Context: an optimization exercise on an open-source flow, tuned for small area and a short achievable clock period. The choices shown serve that exercise and are no tape-out recipe. Only simulation tests tie the RTL to the original design; equivalence was not proved. Power and IR drop assume default switching activity. No driver is modelled on the clock port, so clocking that relies on it looks cheaper here than on a real chip.

== v1 ==
## microarch_trace_buffer
module microarch_trace_buffer #(
    parameter int          NUM_STAGES  = 4,
    parameter int          DE_IDX      = 1,
    parameter int          PC_W        = 32,
    parameter int          DEPTH       = 16,
    parameter int          TS_W        = 16,
    parameter logic [31:0] FINISH_INSN = 32'h00002013,
    localparam int         AW          = $clog2(DEPTH),
    localparam int         LVL_W       = AW + 1
) (
    input  logic                       clk,
    input  logic                       rst_n,
    input  logic                       if_req_i,
    input  logic [NUM_STAGES-1:0]      ev_valid_i,
    input  logic [NUM_STAGES*PC_W-1:0] ev_pc_i,
    input  logic [31:0]                de_insn_i,
    output logic                       rec_valid_o,
    input  logic                       rec_ready_i,
    output logic [NUM_STAGES-1:0]      rec_mask_o,
    output logic [NUM_STAGES*PC_W-1:0] rec_pc_o,
    output logic [31:0]                rec_insn_o,
    output logic [TS_W-1:0]            rec_cycle_o,
    output logic                       rec_lost_o,
    output logic [15:0]                drop_cnt_o,
    output logic [LVL_W-1:0]           level_o,
    output logic                       finish_o
);
For scale: about 6400 cells after synthesis, about 3000 flip-flops, roughly 370 I/O pins, roughly 0.11 mm2 of cells after synthesis.
export LEC_CHECK = 0
export CAP_MARGIN = 20
export CORE_MARGIN = 2
export CORE_UTILIZATION = 60
export SETUP_SLACK_MARGIN = 2.8
export SLEW_MARGIN = 65
export SYNTH_HIERARCHICAL = 1
export SYNTH_MINIMUM_KEEP_SIZE = 0
export TNS_END_PERCENT = 5
create_clock -name core_clock -period 5.2 [get_ports {clk}]
standard.sh (not shown) runs the stock make flow with config.mk's settings and CLKGATE_MAP_FILE= SYNTH_SCRIPT=/design/flow/synth_recipe.tcl, a recipe that flattens the netlist after the stock synthesis.
==> flow/flow/run.sh <==
#!/bin/bash
# Standard ORFS layout with a smaller port buffer cell and larger CTS sink clusters.
export BUFFER_PORTS_ARGS="-buffer_cell sky130_fd_sc_hd__buf_2"
export CTS_ARGS="-sink_clustering_enable -repair_clock_nets -dont_use_dummy_load -sink_clustering_size 30 -sink_clustering_max_diameter 80"
bash standard.sh finish > standard.log 2>&1
The inputs of v13 differ from those of v1 as listed below.
Settings: TNS_END_PERCENT: 5 -> 20.
--- outcome ---
v1 → v13: number of DRC markers in iteration 0 -about 5%; final worst-path setup slack -12 ps; global routing usage on met3 ~0 delta.
Between v1 and v13, the data arrival at the endpoint of the critical path figures differ only marginally.
Going from v1 to v13, maximum ir drop on the vdd rail moved down, count of clock-buffer cells in the layout level, final-layout worst hold slack level.
v13 vs. v1: fmax went down by about 0.45%.
On total power, v13 tracks v1 almost exactly.
### v13 -> v10
Settings: setting PLACE_DENSITY to 0.8 for the first time; removing TNS_END_PERCENT (formerly 20).
Results
Looking at part of the total power dissipated in the clock network, v10 sits 2.1 points below v13.
Of v10 and v13, it is v10 that has the lower global-route usage.
Compared with v13, v10 shows a lower global-route met2 utilization.
Setup slack in v10 is larger than in v13.
Final instance area was lower in the run labelled v13.
Sort v13 and v10 by clock period minus worst slack, ascending, and v10 comes first.
Looking at v13 and v10, the total placed instance area is a wash.
Looking at part of the total power dissipated in combinational logic across v13 and v10, the one that comes out lower is v13.
## Diff of input files: v43 against v10
Settings: removing PLACE_DENSITY (formerly 0.8).
==> flow/flow/run.sh <==
#!/bin/bash
# Standard ORFS layout with a smaller port buffer cell, larger CTS sink
# clusters and power (size) recovery after global-route timing repair.
export BUFFER_PORTS_ARGS="-buffer_cell sky130_fd_sc_hd__buf_2"
export CTS_ARGS="-sink_clustering_enable -repair_clock_nets -dont_use_dummy_load -sink_clustering_size 30 -sink_clustering_max_diameter 80"
export RECOVER_POWER=100
bash standard.sh finish > standard.log 2>&1
--- outcome ---
As far as die area is concerned, v43 and v10 perform about the same. Fraction of met3 tracks used by global routing (lower): v43. Comparing v10 against v43, there is no change at all in total number of placement rows. In the flow results for v43 and v10, the share of the cycle needed by the critical path after routing is smaller on v10. v43 vs. v10: internal cell power went up, max-capacitance violation count went up. Worst vdd rail ir drop: v43 vs v10 up 22%. Going from v10 to v43, highest achievable clock rate shrank by more than a quarter. v43: complete, dirty (max-capacitance violations, max-slew violations).

========
Setup of red:
Starting RTL as in the previous note.
clock: 5.2 ns
lec_check: 0
cap_margin: 20
core_margin: 2
core_utilization: 60
setup_slack_margin: 2.8
slew_margin: 60
synth_hierarchical: 1
synth_minimum_keep_size: 0
==> flow/flow/run.sh <==
#!/bin/bash
# Standard ORFS layout with a smaller port buffer cell and larger CTS sink clusters.
export BUFFER_PORTS_ARGS="-buffer_cell sky130_fd_sc_hd__buf_2"
export CTS_ARGS="-sink_clustering_enable -repair_clock_nets -dont_use_dummy_load -sink_clustering_size 30 -sink_clustering_max_diameter 80"
bash standard.sh finish > standard.log 2>&1
diff inputs: red => blue
--- a/flow/config.mk
+++ b/flow/config.mk
@@ -10 +10 @@
-export CORE_UTILIZATION = 60
+export CORE_UTILIZATION = 55
@@ -12 +12 @@
-export SLEW_MARGIN = 60
+export SLEW_MARGIN = 65
Switching power of the nets for blue: 0.92% up relative to red
Max count of nets after finishing across red and blue: blue
From red to blue the numbers moved as follows: area of the die grew by 9.0%; clock buffer count in the final layout saw a decrease; area of combinational cells with multiple inputs went up by about 2%; total number of vias grew by 390.

========
The RTL this note starts from:
==> flow/design.v <==
module microarch_trace_buffer #(
    parameter int          NUM_STAGES  = 4,
    parameter int          DE_IDX      = 1,
    parameter int          PC_W        = 32,
    parameter int          DEPTH       = 16,
    parameter int          TS_W        = 16,
    parameter logic [31:0] FINISH_INSN = 32'h00002013,
    localparam int         AW          = $clog2(DEPTH),
    localparam int         LVL_W       = AW + 1
) (
    input  logic                       clk,
    input  logic                       rst_n,
    input  logic                       if_req_i,
    input  logic [NUM_STAGES-1:0]      ev_valid_i,
    input  logic [NUM_STAGES*PC_W-1:0] ev_pc_i,
    input  logic [31:0]                de_insn_i,
    output logic                       rec_valid_o,
    input  logic                       rec_ready_i,
    output logic [NUM_STAGES-1:0]      rec_mask_o,
    output logic [NUM_STAGES*PC_W-1:0] rec_pc_o,
    output logic [31:0]                rec_insn_o,
    output logic [TS_W-1:0]            rec_cycle_o,
    output logic                       rec_lost_o,
    output logic [15:0]                drop_cnt_o,
    output logic [LVL_W-1:0]           level_o,
    output logic                       finish_o
);
    localparam int MD   = DEPTH - 1;                
    localparam int PCS  = NUM_STAGES * PC_W;
    logic [PCS-1:0]             m_pc    [MD];
    logic [31:0]                m_insn  [MD];
    logic [NUM_STAGES-1:0]      m_mask  [MD];
    logic [TS_W-1:0]            m_cyc   [MD];
    logic                       m_lost  [MD];
    logic [NUM_STAGES-1:0]      h_mask_q;
    logic [PCS-1:0]             h_pc_q;
    logic [31:0]                h_insn_q;
    logic [TS_W-1:0]            h_cyc_q;
    logic                       h_lost_q;
    logic                       prev_req_q;
    logic [PC_W-1:0]            prev_pc_q;
    logic [TS_W-1:0]            cycle_q;
    logic [15:0]                drop_cnt_q;
    logic                       lost_q;
    logic [LVL_W-1:0]           count_q;
    logic                       valid_q;    
    logic                       one_q;      
    logic                       in_sel_q;   
    logic [MD-1:0]              wsel_q;     
    logic [MD-1:0]              rptr_q;     
    logic [MD-1:0]              rsel_q;     
    logic                       armed_q, drain_q, finish_q;
    logic                       fetch_evt, any_evt;
    logic [NUM_STAGES-1:0]      evt_mask;
    logic [PCS-1:0]             in_pc;      
    logic [31:0]                evt_insn;
    assign fetch_evt = if_req_i && (!prev_req_q || (ev_pc_i[PC_W-1:0] != prev_pc_q));
    assign evt_mask  = {ev_valid_i[NUM_STAGES-1:1], fetch_evt};
    assign any_evt   = fetch_evt || (|ev_valid_i[NUM_STAGES-1:1]);
    assign evt_insn  = ev_valid_i[DE_IDX] ? de_insn_i : '0;
    genvar gi;
    generate
        for (gi = 0; gi < NUM_STAGES; gi++) begin : g_lane
            if (gi == 0) begin : g_fetch
                assign in_pc[gi*PC_W +: PC_W] = ev_pc_i[gi*PC_W +: PC_W];
            end else begin : g_stage
                assign in_pc[gi*PC_W +: PC_W] = ev_valid_i[gi] ? ev_pc_i[gi*PC_W +: PC_W] : '0;
            end
        end
    endgenerate
    logic             rdy, full, ge2, ge3, eq2, sat;
    logic [LVL_W-1:0] count_inc, count_dec;
    assign rdy       = rec_ready_i;
    assign full      = count_q[LVL_W-1];            
    assign ge2       = !in_sel_q;
    assign ge3       = ge2 && !eq2;
    assign eq2       = (count_q == LVL_W'(2));
    assign sat       = &drop_cnt_q;
    always_comb begin
        for (int b = 0; b < LVL_W; b++) begin
            count_inc[b] = count_q[b] ^ (&(count_q  | ~((LVL_W'(1) << b) - 1'b1)));
            count_dec[b] = count_q[b] ^ (&(~count_q | ~((LVL_W'(1) << b) - 1'b1)));
        end
    end
    logic [LVL_W-1:0] count_n, count_e;
    logic             valid_n, one_n, ring_n, one_e, ring_e, up_e, wadv_e, drop_e;
    logic             radv;
    assign count_n = (valid_q && rdy) ? count_dec : count_q;
    assign up_e    = rdy ? !valid_q : !full;
    assign count_e = up_e ? count_inc : count_q;
    assign valid_n = rdy ? ge2 : valid_q;
    assign one_n   = rdy ? eq2 : one_q;
    assign one_e   = !valid_q || (rdy && one_q);
    assign ring_n  = rdy ? ge3 : ge2;
    assign ring_e  = rdy ? ge2 : valid_q;
    assign wadv_e  = valid_q && (rdy ? !one_q : !full);
    assign drop_e  = full && !rdy;
    assign radv    = rdy && ge2;
    logic [LVL_W-1:0] count_d;
    logic             valid_d, one_d, ring_d, wadv, drop;
    assign count_d = any_evt ? count_e : count_n;
    assign valid_d = any_evt || valid_n;
    assign one_d   = any_evt ? one_e : one_n;
    assign ring_d  = any_evt ? ring_e : ring_n;
    assign wadv    = any_evt && wadv_e;
    assign drop    = any_evt && drop_e;
    logic m_wen_ok, h_load;
    assign m_wen_ok = !full || rdy;
    assign h_load   = !valid_q || rdy;
    always_ff @(posedge clk) begin
        for (int i = 0; i < MD; i++) begin
            if (wsel_q[i] && m_wen_ok) begin
                m_pc[i]   <= in_pc;
                m_insn[i] <= evt_insn;
                m_mask[i] <= evt_mask;
                m_cyc[i]  <= cycle_q;
                m_lost[i] <= lost_q;
            end
        end
    end
    logic [PCS-1:0]        r_pc, n_pc;
    logic [31:0]           n_insn;
    logic [NUM_STAGES-1:0] n_mask;
    logic [TS_W-1:0]       n_cyc;
    logic                  n_lost, in_take;
    assign in_take = in_sel_q && any_evt;
    always_comb begin
        r_pc   = '0;
        n_insn = evt_insn & {32{in_sel_q}};
        n_mask = evt_mask & {NUM_STAGES{in_sel_q}};
        n_cyc  = cycle_q  & {TS_W{in_take}};
        n_lost = lost_q   & in_take;
        for (int i = 0; i < MD; i++) begin
            r_pc   = r_pc   | (m_pc[i]   & {PCS{rsel_q[i]}});
            n_insn = n_insn | (m_insn[i] & {32{rsel_q[i]}});
            n_mask = n_mask | (m_mask[i] & {NUM_STAGES{rsel_q[i]}});
            n_cyc  = n_cyc  | (m_cyc[i]  & {TS_W{rsel_q[i]}});
            n_lost = n_lost | (m_lost[i] & rsel_q[i]);
        end
    end
    logic [MD-1:0] m_mask0_sel;
    always_comb begin
        for (int i = 0; i < MD; i++) m_mask0_sel[i] = m_mask[i][0] && rsel_q[i];
    end
    assign n_pc[PCS-1:PC_W] = r_pc[PCS-1:PC_W] | (in_pc[PCS-1:PC_W] & {(PCS-PC_W){in_sel_q}});
    assign n_pc[PC_W-1:0]   = (r_pc[PC_W-1:0] & {PC_W{|m_mask0_sel}}) |
                              (in_pc[PC_W-1:0] & {PC_W{in_sel_q && fetch_evt}});
    always_ff @(posedge clk or negedge rst_n) begin
        if (!rst_n) begin
            h_mask_q <= '0;
            h_pc_q   <= '0;
            h_insn_q <= '0;
            h_cyc_q  <= '0;
            h_lost_q <= 1'b0;
        end else if (h_load) begin
            h_mask_q <= n_mask;
            h_pc_q   <= n_pc;
            h_insn_q <= n_insn;
            h_cyc_q  <= n_cyc;
            h_lost_q <= n_lost;
        end
    end
    assign rec_valid_o = valid_q;
    assign rec_mask_o  = h_mask_q;
    assign rec_pc_o    = h_pc_q;
    assign rec_insn_o  = h_insn_q;
    assign rec_cycle_o = h_cyc_q;
    assign rec_lost_o  = h_lost_q;
    assign drop_cnt_o  = drop_cnt_q;
    assign level_o     = count_q;
    assign finish_o    = finish_q;
    always_ff @(posedge clk or negedge rst_n) begin
        if (!rst_n) begin
            prev_req_q <= 1'b0;
            prev_pc_q  <= '0;
            cycle_q    <= '0;
            drop_cnt_q <= '0;
            lost_q     <= 1'b0;
            count_q    <= '0;
            valid_q    <= 1'b0;
            one_q      <= 1'b0;
            in_sel_q   <= 1'b1;
            wsel_q     <= MD'(1);
            rptr_q     <= MD'(1);
            rsel_q     <= '0;
        end else begin
            prev_req_q <= if_req_i;
            prev_pc_q  <= ev_pc_i[PC_W-1:0];
            cycle_q    <= cycle_q + 1'b1;
            if (drop && !sat) begin
                drop_cnt_q <= drop_cnt_q + 16'd1;
            end
            if (any_evt) begin
                lost_q <= drop_e;
            end
            count_q  <= count_d;
            valid_q  <= valid_d;
            one_q    <= one_d;
            in_sel_q <= !ring_d;
            if (wadv) begin
                wsel_q <= {wsel_q[MD-2:0], wsel_q[MD-1]};
            end
            if (radv) begin
                rptr_q <= {rptr_q[MD-2:0], rptr_q[MD-1]};
            end
            if (!ring_d) begin
                rsel_q <= '0;
            end else if (radv) begin
                rsel_q <= {rptr_q[MD-2:0], rptr_q[MD-1]};
            end else begin
                rsel_q <= rptr_q;
            end
        end
    end
    always_ff @(posedge clk or negedge rst_n) begin
        if (!rst_n) begin
            armed_q  <= 1'b0;
            drain_q  <= 1'b0;
            finish_q <= 1'b0;
        end else begin
            if (!armed_q && !drain_q && !finish_q) begin
                if (ev_valid_i[DE_IDX] && (de_insn_i == FINISH_INSN)) begin
                    armed_q <= 1'b1;
                end
            end
            if (armed_q && ev_valid_i[NUM_STAGES-1]) begin
                armed_q <= 1'b0;
                drain_q <= 1'b1;
            end
            if (drain_q && !valid_q && !any_evt) begin
                drain_q  <= 1'b0;
                finish_q <= 1'b1;
            end
        end
    end
endmodule
==> flow/config.mk <==
export PLATFORM = sky130hd
export DESIGN_NAME = microarch_trace_buffer
export DESIGN_NICKNAME = microarch_trace_buffer
export VERILOG_FILES = /design/flow/design.v
export SDC_FILE = /design/flow/constraint.sdc
export NUM_CORES = 4
export LEC_CHECK = 0
export CAP_MARGIN = 20
export CORE_MARGIN = 2
export CORE_UTILIZATION = 60
export SLEW_MARGIN = 20
==> flow/constraint.sdc <==
create_clock -name core_clock -period 5.2 [get_ports {clk}]
set_input_delay 1.0400 -clock core_clock [delete_from_list [all_inputs] [get_ports {clk}]]
set_output_delay 1.0400 -clock core_clock [all_outputs]
set_load 0.01 [all_outputs]
==> flow/flow/run.sh <==
#!/bin/bash
# Standard ORFS layout with a smaller port buffer cell and no CTS dummy loads.
export BUFFER_PORTS_ARGS="-buffer_cell sky130_fd_sc_hd__buf_2"
export CTS_ARGS="-sink_clustering_enable -repair_clock_nets -dont_use_dummy_load"
bash standard.sh finish > standard.log 2>&1
Edit:
--- a/flow/config.mk
+++ b/flow/config.mk
@@ -10 +10,2 @@
-export CORE_UTILIZATION = 60
+export CORE_UTILIZATION = 70
+export SETUP_SLACK_MARGIN = 3.5
Now the flow did not get past clock tree synthesis; synthesized cell count stays the same; synthesized area stays the same.
Edit:
--- a/flow/config.mk
+++ b/flow/config.mk
@@ -10,2 +10,2 @@
-export CORE_UTILIZATION = 70
-export SETUP_SLACK_MARGIN = 3.5
+export CORE_UTILIZATION = 60
+export SETUP_SLACK_MARGIN = 2.8
The changed run produced a clean layout. Synthesized cell count is unchanged. Synthesized area does not change.
Edit:
==> flow/flow/run.sh (replaced) <==
#!/bin/bash
# Standard ORFS layout with a smaller port buffer cell and larger CTS sink clusters.
export BUFFER_PORTS_ARGS="-buffer_cell sky130_fd_sc_hd__buf_2"
export CTS_ARGS="-sink_clustering_enable -repair_clock_nets -dont_use_dummy_load -sink_clustering_size 30 -sink_clustering_max_diameter 80"
bash standard.sh finish > standard.log 2>&1
Final cell count drops slightly.
Combinational power climbs by a few percent.
Synthesized cell count stays the same.
Sequential power stays flat.
Non-clock buffer count climbs by 36.
Clock-buffer cell count drops by 173.
Global-route usage drops by 0.46 points.
Clock skew drops by 0.0057 ns.

==> afterwards: timing with drivers on the ports <==
The flow's constraints put no driver on any port. The routed layouts listed below were extracted and timed again, unchanged, in two steps. Step 1 sets driving cells, clkbuf_16 on the clock port and buf_2 on the other inputs (assumed; they add their load-dependent delay and slew). Step 2 moves the port delays by t, midway between the first and last clock arrival at a register: inputs arrive t later, outputs are due t later. That takes back most of the time a late clock gives input paths. Three values: no drivers, after step 1, after step 2; two values: the first two.
run	shift t [ns]	slack for setup (ns)	worst data-port slew with drivers (ns)
v1	0.894	2.648 / 2.578 / 1.795	0.18
v13	0.895	2.637 / 2.570 / 1.790	0.18
v10	0.898	2.647 / 2.561 / 1.903	0.21
v43	0.901	1.252 / 1.316 / 0.415	0.17
red	0.917	2.661 / 2.561 / 1.865	0.18
blue	0.903	2.650 / 2.561 / 1.914	0.14
the first run of note 3	1.016	1.847 / 1.849 / 0.907	0.16
the third run of note 3	1.006	2.289 / 2.214 / 1.208	0.19
the fourth run of note 3	0.909	2.232 / 2.161 / 1.252	0.19
For the third run of note 3, which loses most, drivers alone change the setup slack by -0.075 ns; drivers and shift together by -1.081 ns.
